Background: an optimization exercise with open tools, aiming at small area. Do not read the settings as production practice. Only simulation tests tie the RTL to the original design; equivalence was not proved. Power and IR drop assume default switching activity.

===== flow/config.mk =====
export PLATFORM = sky130hd
export DESIGN_NAME = multiport_register_file
export DESIGN_NICKNAME = multiport_register_file
export VERILOG_FILES = /design/flow/design.v
export SDC_FILE = /design/flow/constraint.sdc
export NUM_CORES = 4
export LEC_CHECK = 0
export CAP_MARGIN = 20
export CELL_PAD_IN_SITES_DETAIL_PLACEMENT = 2
export CELL_PAD_IN_SITES_GLOBAL_PLACEMENT = 2
export CORE_MARGIN = 2
export CORE_UTILIZATION = 35
export PLACE_DENSITY = 0.55
export SLEW_MARGIN = 20

===== flow/constraint.sdc =====
create_clock -name core_clock -period 10.0 [get_ports {clk}]
set_input_delay 2.0000 -clock core_clock [delete_from_list [all_inputs] [get_ports {clk}]]
set_output_delay 2.0000 -clock core_clock [all_outputs]
set_load 0.01 [all_outputs]

===== flow/design.v =====
module rf_read_lane #(
    parameter int DW    = 32,
    parameter int NREG  = 32,
    parameter int ZERO0 = 1,
    parameter int AW    = 5
) (
    input  logic [NREG-1:0][DW-1:0] mem,
    input  logic [AW-1:0]           rsel,
    input  logic                    fwd_hit,
    input  logic [DW-1:0]           fwd_dat,
    output logic [DW-1:0]           rdat
);
    always_comb begin
        rdat = fwd_hit ? fwd_dat : mem[rsel];
        if (ZERO0 != 0 && rsel == '0)
            rdat = '0;
    end
endmodule
module multiport_register_file #(
    parameter int DW    = 32,
    parameter int NREG  = 32,
    parameter int NRD   = 4,
    parameter int NWR   = 2,
    parameter int ZERO0 = 1,
    localparam int AW   = $clog2(NREG)
) (
    input  logic              clk,
    input  logic              n_rst,
    input  logic [NWR-1:0]    wen,
    input  logic [NWR*AW-1:0] wsel,
    input  logic [NWR*DW-1:0] wdat,
    input  logic [NRD*AW-1:0] rsel,
    output logic [NRD*DW-1:0] rdat,
    output logic [NWR-1:0]    wcoll,
    output logic [15:0]       wcnt
);
    logic [NREG-1:0][DW-1:0] mem;
    logic [NWR-1:0]          win;
    logic [NWR-1:0]          drop;
    logic [NWR-1:0]          commit;
    logic [16:0]             ncommit;
    logic [16:0]             wsum;
    logic [NRD-1:0]          fwd_hit;
    logic [NRD-1:0][DW-1:0]  fwd_dat;
    always_comb begin
        for (int p = 0; p < NWR; p++) begin
            win[p] = wen[p];
            for (int q = 0; q < p; q++) begin
                if (wen[q] && wsel[q*AW +: AW] == wsel[p*AW +: AW])
                    win[p] = 1'b0;
            end
            drop[p]   = wen[p] && !win[p];
            commit[p] = win[p] && !(ZERO0 != 0 && wsel[p*AW +: AW] == '0);
        end
    end
    always_comb begin
        ncommit = '0;
        for (int p = 0; p < NWR; p++)
            ncommit = ncommit + 17'(commit[p]);
        wsum = {1'b0, wcnt} + ncommit;
    end
    always_ff @(posedge clk or posedge n_rst) begin
        if (n_rst) begin
            mem <= '0;
        end else begin
            for (int p = NWR - 1; p >= 0; p--) begin
                if (commit[p])
                    mem[wsel[p*AW +: AW]] <= wdat[p*DW +: DW];
            end
        end
    end
    always_ff @(posedge clk or posedge n_rst) begin
        if (n_rst) begin
            wcoll <= '0;
            wcnt  <= '0;
        end else begin
            wcoll <= drop;
            wcnt  <= wsum[16] ? 16'hFFFF : wsum[15:0];
        end
    end
    genvar r;
    generate
        for (r = 0; r < NRD; r++) begin : g_rd
            assign fwd_hit[r] = 1'b0;
            assign fwd_dat[r] = '0;
            rf_read_lane #(
                .DW    (DW),
                .NREG  (NREG),
                .ZERO0 (ZERO0),
                .AW    (AW)
            ) u_lane (
                .mem     (mem),
                .rsel    (rsel[r*AW +: AW]),
                .fwd_hit (fwd_hit[r]),
                .fwd_dat (fwd_dat[r]),
                .rdat    (rdat[r*DW +: DW])
            );
        end
    endgenerate
endmodule

===== flow/run.sh =====
#!/bin/bash
# synth_recipe.tcl (not shown) runs the flow's synth.tcl, then flattens the netlist and writes it again
# the make line also repeats each setting of config.mk as NAME=value (left out here)
make -C /OpenROAD-flow-scripts/flow DESIGN_CONFIG=/design/flow/config.mk WORK_HOME=/design/flow/orfs CLKGATE_MAP_FILE= SYNTH_SCRIPT=/design/flow/synth_recipe.tcl finish

==> metrics.md <==
| Metric | Value |
|---|---|
| TritonCTS clock tree | `built` |
| Most frequent cell after synthesis | `mux4_2` |
| Unrepaired setup endpoints after global routing | `no` |
| R2R cell count | `8` |
| Sink Count | `around 1.0k` |
| Clk slew on worst S/H paths | `0.06 ns` |
| Clock Latency Late Sink | `roughly 0.84 ns` |
| Pre-CTS setup slack | `roughly 2.4 ns` |
| XOR/XNOR Fraction of Synth Area | `0.170%` |
| CP Launch Type | `primary input` |
| Library cells used by synthesis | `66` |
| Die Wd | `slightly below 500 um` |
| Crit path to | `rdat[113]` |
| Pwr/cell area | `246 nW/um2` |
| GRT overflow | `0` |
| Sw frac | `between 30% and 40%` |
| Yosys warnings | `2` |
| Routability cong. | `0.892` |
| WL final | `approximately 540000 um` |
| Share of cells above drive strength 1 | `24.6%` |
| Initial drt markers | `approximately 10k` |
| Leading area contributor after synthesis | `mux4_2` |
| Hold/Removal Path Class | `flop to flop` |
| Initial Util | `35.2%` |
| Worst reg-to-reg setup slack | `approximately 7.7 ns` |
| Vias in the first global route | `about 86k` |
| RR Startpoint | `wcnt[0]` |
| # port buffers | `between 200 and 250` |
| Core ar. | `around 230000 um2` |
| Peak supply drop | `0.000140 V` |
| # IOs | `approximately 240` |
| Largest net degree at the start of global routing | `between 150 and 200` |
| Post-synth top cells | `1180 x mux4_2, 1041 x dfrtp_1, 965 x o21ai_0, 961 x clkbuf_1, 924 x nor2_1` |
| Synth Area in Simple Gates | `a little under an eighth` |
| Final hold viol count | `0` |
| Fmax | `approximately 130 MHz` |
| Final nets | `7935` |
| GRT Overall Usage | `44.8%` |
| Worst setup EP type | `output pin` |
| DRC Markers | `0` |
| Combinational share of power | `between 30% and 40%` |
| Area delta synth->final | `13.4%` |
| Setup violators final | `0` |
| Final HPWL DP | `about 320000 um` |
| Via Count | `between 80k and 90k` |
| Worst hold margin | `between 0.4 and 0.5 ns` |
| Mapped Cells | `between 8k and 9k` |
| ANT nets after route | `0` |
| Final period utilization | `between 70% and 80%` |
| CP max FO | `37` |
| FILL cells | `24.3k` |
| Largest family of logic cells by synthesized area | `multiplexers` |
| Post-CTS Setup Bufs | `0` |
| WP data required | `8.00 ns` |
| Final worst setup slack | `2.18 ns` |
| Status | `no timing/DRC/antenna violations` |
| Crit path launch | `rsel[18]` |
| First-pass GRT wire length | `743000 um` |
| # Max-Cap Violations | `0` |
| Area share of the largest cell type after synthesis | `32.2%` |
| Max-slew headroom | `approximately 4%` |
| Mux contribution to synthesized area | `between 30% and 40%` |
| Area of the mapped netlist | `approximately 83000 um2` |
| Initial antenna violation count | `67` |
| Area of the multi-input gates | `between 50000 and 60000 um2` |
| Clock Tree Root | `clkbuf_16` |
| CTS Buf Count | `150` |
| Async set or reset register ratio after synthesis | `between 90% and 100%` |
| Ys flop type | `dfrtp_1` |
| R2R Path End | `wcnt[10]` |
| H-tree depth | `4` |
| Post-Synth Adder-Cell Area | `less than 1%` |
| Die footprint | `240000 um2` |
| Flops & latches, synth | `between 1k and 1.5k` |
| Cts-stage hold buffer count | `0` |
| EDFF count, synth | `0` |
| Final worst path period need | `roughly 8 ns` |
| Final slew viol count | `0` |
| Sequential share of the synthesized area | `roughly a third` |
| WP data arrival | `about 5.8 ns` |
| Pleak | `about 34 nW` |
| Routed len/inst | `roughly 48 um` |
| DRT Pass-1 Iters | `5` |
| Clock share of power | `about a quarter` |
| Clock tree buffer depth | `3` |
| Post-cts sizing count | `0` |
| FF/Latch Area | `about 26000 um2` |
| Syn_area_per_cell | `between 9 and 10 um2` |
| Sw power | `between 9 and 10 mW` |
| Die height | `490 um` |
| Least-Margin Pin Slew | `1.44 ns` |
| Complex-gate fraction of the synthesized area | `16.6%` |
| Kind of critical path | `primary input to output pin` |
| Area contributors post-synth | `mux4_2 32%, dfrtp_1 32%, a31oi_1 6.8%, o21ai_0 5.8%, clkbuf_1 4.4%` |
| Post-synth net total | `approximately 8.4k` |
| Internal power | `around 14 mW` |
| Cell Rows | `between 150 and 200` |
| Seq pwr share | `between 30% and 40%` |
| Post-DR vias/cell | `roughly 7.6` |
| Clock Skew | `0.00723 ns` |
cell usage in the layout, fill, tap and decap left out, types with 16 or more instances in the layout:
master | netlist | layout
inv_1 | 120 | 119
mux2i_1 | 102 | 102
nand2_4 | 0 | 22
diode_2 | 0 | 58
o221ai_1 | 22 | 22
clkbuf_1 | 961 | 38
a221oi_1 | 33 | 30
o311ai_0 | 96 | 96
a21oi_1 | 32 | 16
nor2_1 | 924 | 909
clkdlybuf4s50_1 | 0 | 218
nand2_1 | 823 | 792
nand3_1 | 481 | 465
a211oi_1 | 42 | 39
clkbuf_8 | 0 | 35
mux4_2 | 1180 | 1180
o31ai_1 | 33 | 32
o21ai_0 | 965 | 950
clkbuf_16 | 0 | 156
mux2_2 | 50 | 50
nand3_4 | 0 | 16
a31oi_1 | 897 | 896
o22ai_1 | 28 | 28
clkinv_2 | 0 | 18
buf_4 | 2 | 287
o211ai_1 | 96 | 96
dfrtp_1 | 1041 | 1041
buf_12 | 0 | 38
cell type report:
class                      count  area share, %
antenna                       58          0.155
clock buffer                 228           4.82
clock inverter                45          0.566
timing repair buffer         572           5.81
sequential                  1041           27.8
multi-input combinational   5945           56.1
tap                         3150           4.21
inverter                     121          0.494
worst min path at each step:
stage / end / start / slack (ns) / cells after the start
2_1_floorplan: mem[14] / mem[14] / 0.47 / 1
3_3_place_gp: mem[16] / mem[16] / 0.41 / 0
3_5_place_dp: mem[15] / mem[15] / 0.43 / 0
4_1_cts: mem[25] / mem[25] / 0.44 / 0
5_1_grt: mem[25] / mem[25] / 0.46 / 0
6_report: mem[1] / mem[1] / 0.44 / 0
worst max-delay path: stages:
cell and delay (ns):
buf_6 0.53, nor2_1 0.16, nand2_4 0.71, o221ai_1 0.40
a221oi_1 0.87, nor3_1 0.40, clkdlybuf4s50_1 0.59
power groups by stage:
stage	combinational, mW	sequential [mW]	clock, mW
after global placement	8.66	7.94	0
after detailed placement	8.94	8.11	0
after global routing	9.61	8.43	5.91
after CTS	8.98	8.07	5.77
after floorplan	6.05	7.14	0
final	9.15	8.17	5.74
state kept, by name, indices dropped and copies added (netlist names):
register	count
mem	1024
wcoll	1
wcnt	16
logic make-up after synthesis:
group	count (synthesis)
and+or+nand+nor	2316
adders and majority gates	6
xor gates and xnor gates	16
buffers and inverters	1281
DFF	1041
muxes	1332
other	1
AOI/OAI and AO/OA	2274
through the flow:
stage	TNS, ns	cell area [um2]	power [mW]	instances	utilization, %
global placement	0	88300	16.6	10800	37.6
finish	0	93700	23.1	11200	39.9
floorplan	-6612.14	82600	13.2	8267	-
global route	0	93500	24.0	11100	39.8
detailed placement	0	88400	17.0	10800	37.6
CTS	0	93500	22.8	11100	39.8
metal layers:
metal	up-vias	routed length, um	share of wire (%)	GRT usage [%]
met5	-	91	0.017	0
met4	16	38600	7.1	29.4
li1	31000	-	-	-
met3	1577	57300	11	12.5
met2	5760	237000	44	65.8
met1	45900	208000	38	58.0

port drivers added, routing unchanged:
How much do the figures lean on ideal ports? The routed layout below was timed once more, with nothing changed but the port constraints.
Step 1, drivers: a clkbuf_16 drives clk and a buf_2 each remaining input, both assumed.
Step 2 times the ports against the registers' clock, not the clock port: input delays grow and output delays shrink by t, the midpoint of the rising clock arrivals with the driver on.
Three values: no drivers, after step 1, after step 2; two values: the first two.
shift t [ns]: 0.916
slack for setup (ns): 2.184 / 2.143 / 2.143
worst setup path after step 2: input to output
worst register clock-pin slew, ns: 0.06 / 0.06
cell pins on the clock port's net: 1
After both steps setup and hold are still met in this run. For this run, drivers alone change the setup slack by -0.041 ns; drivers and shift together by -0.041 ns.
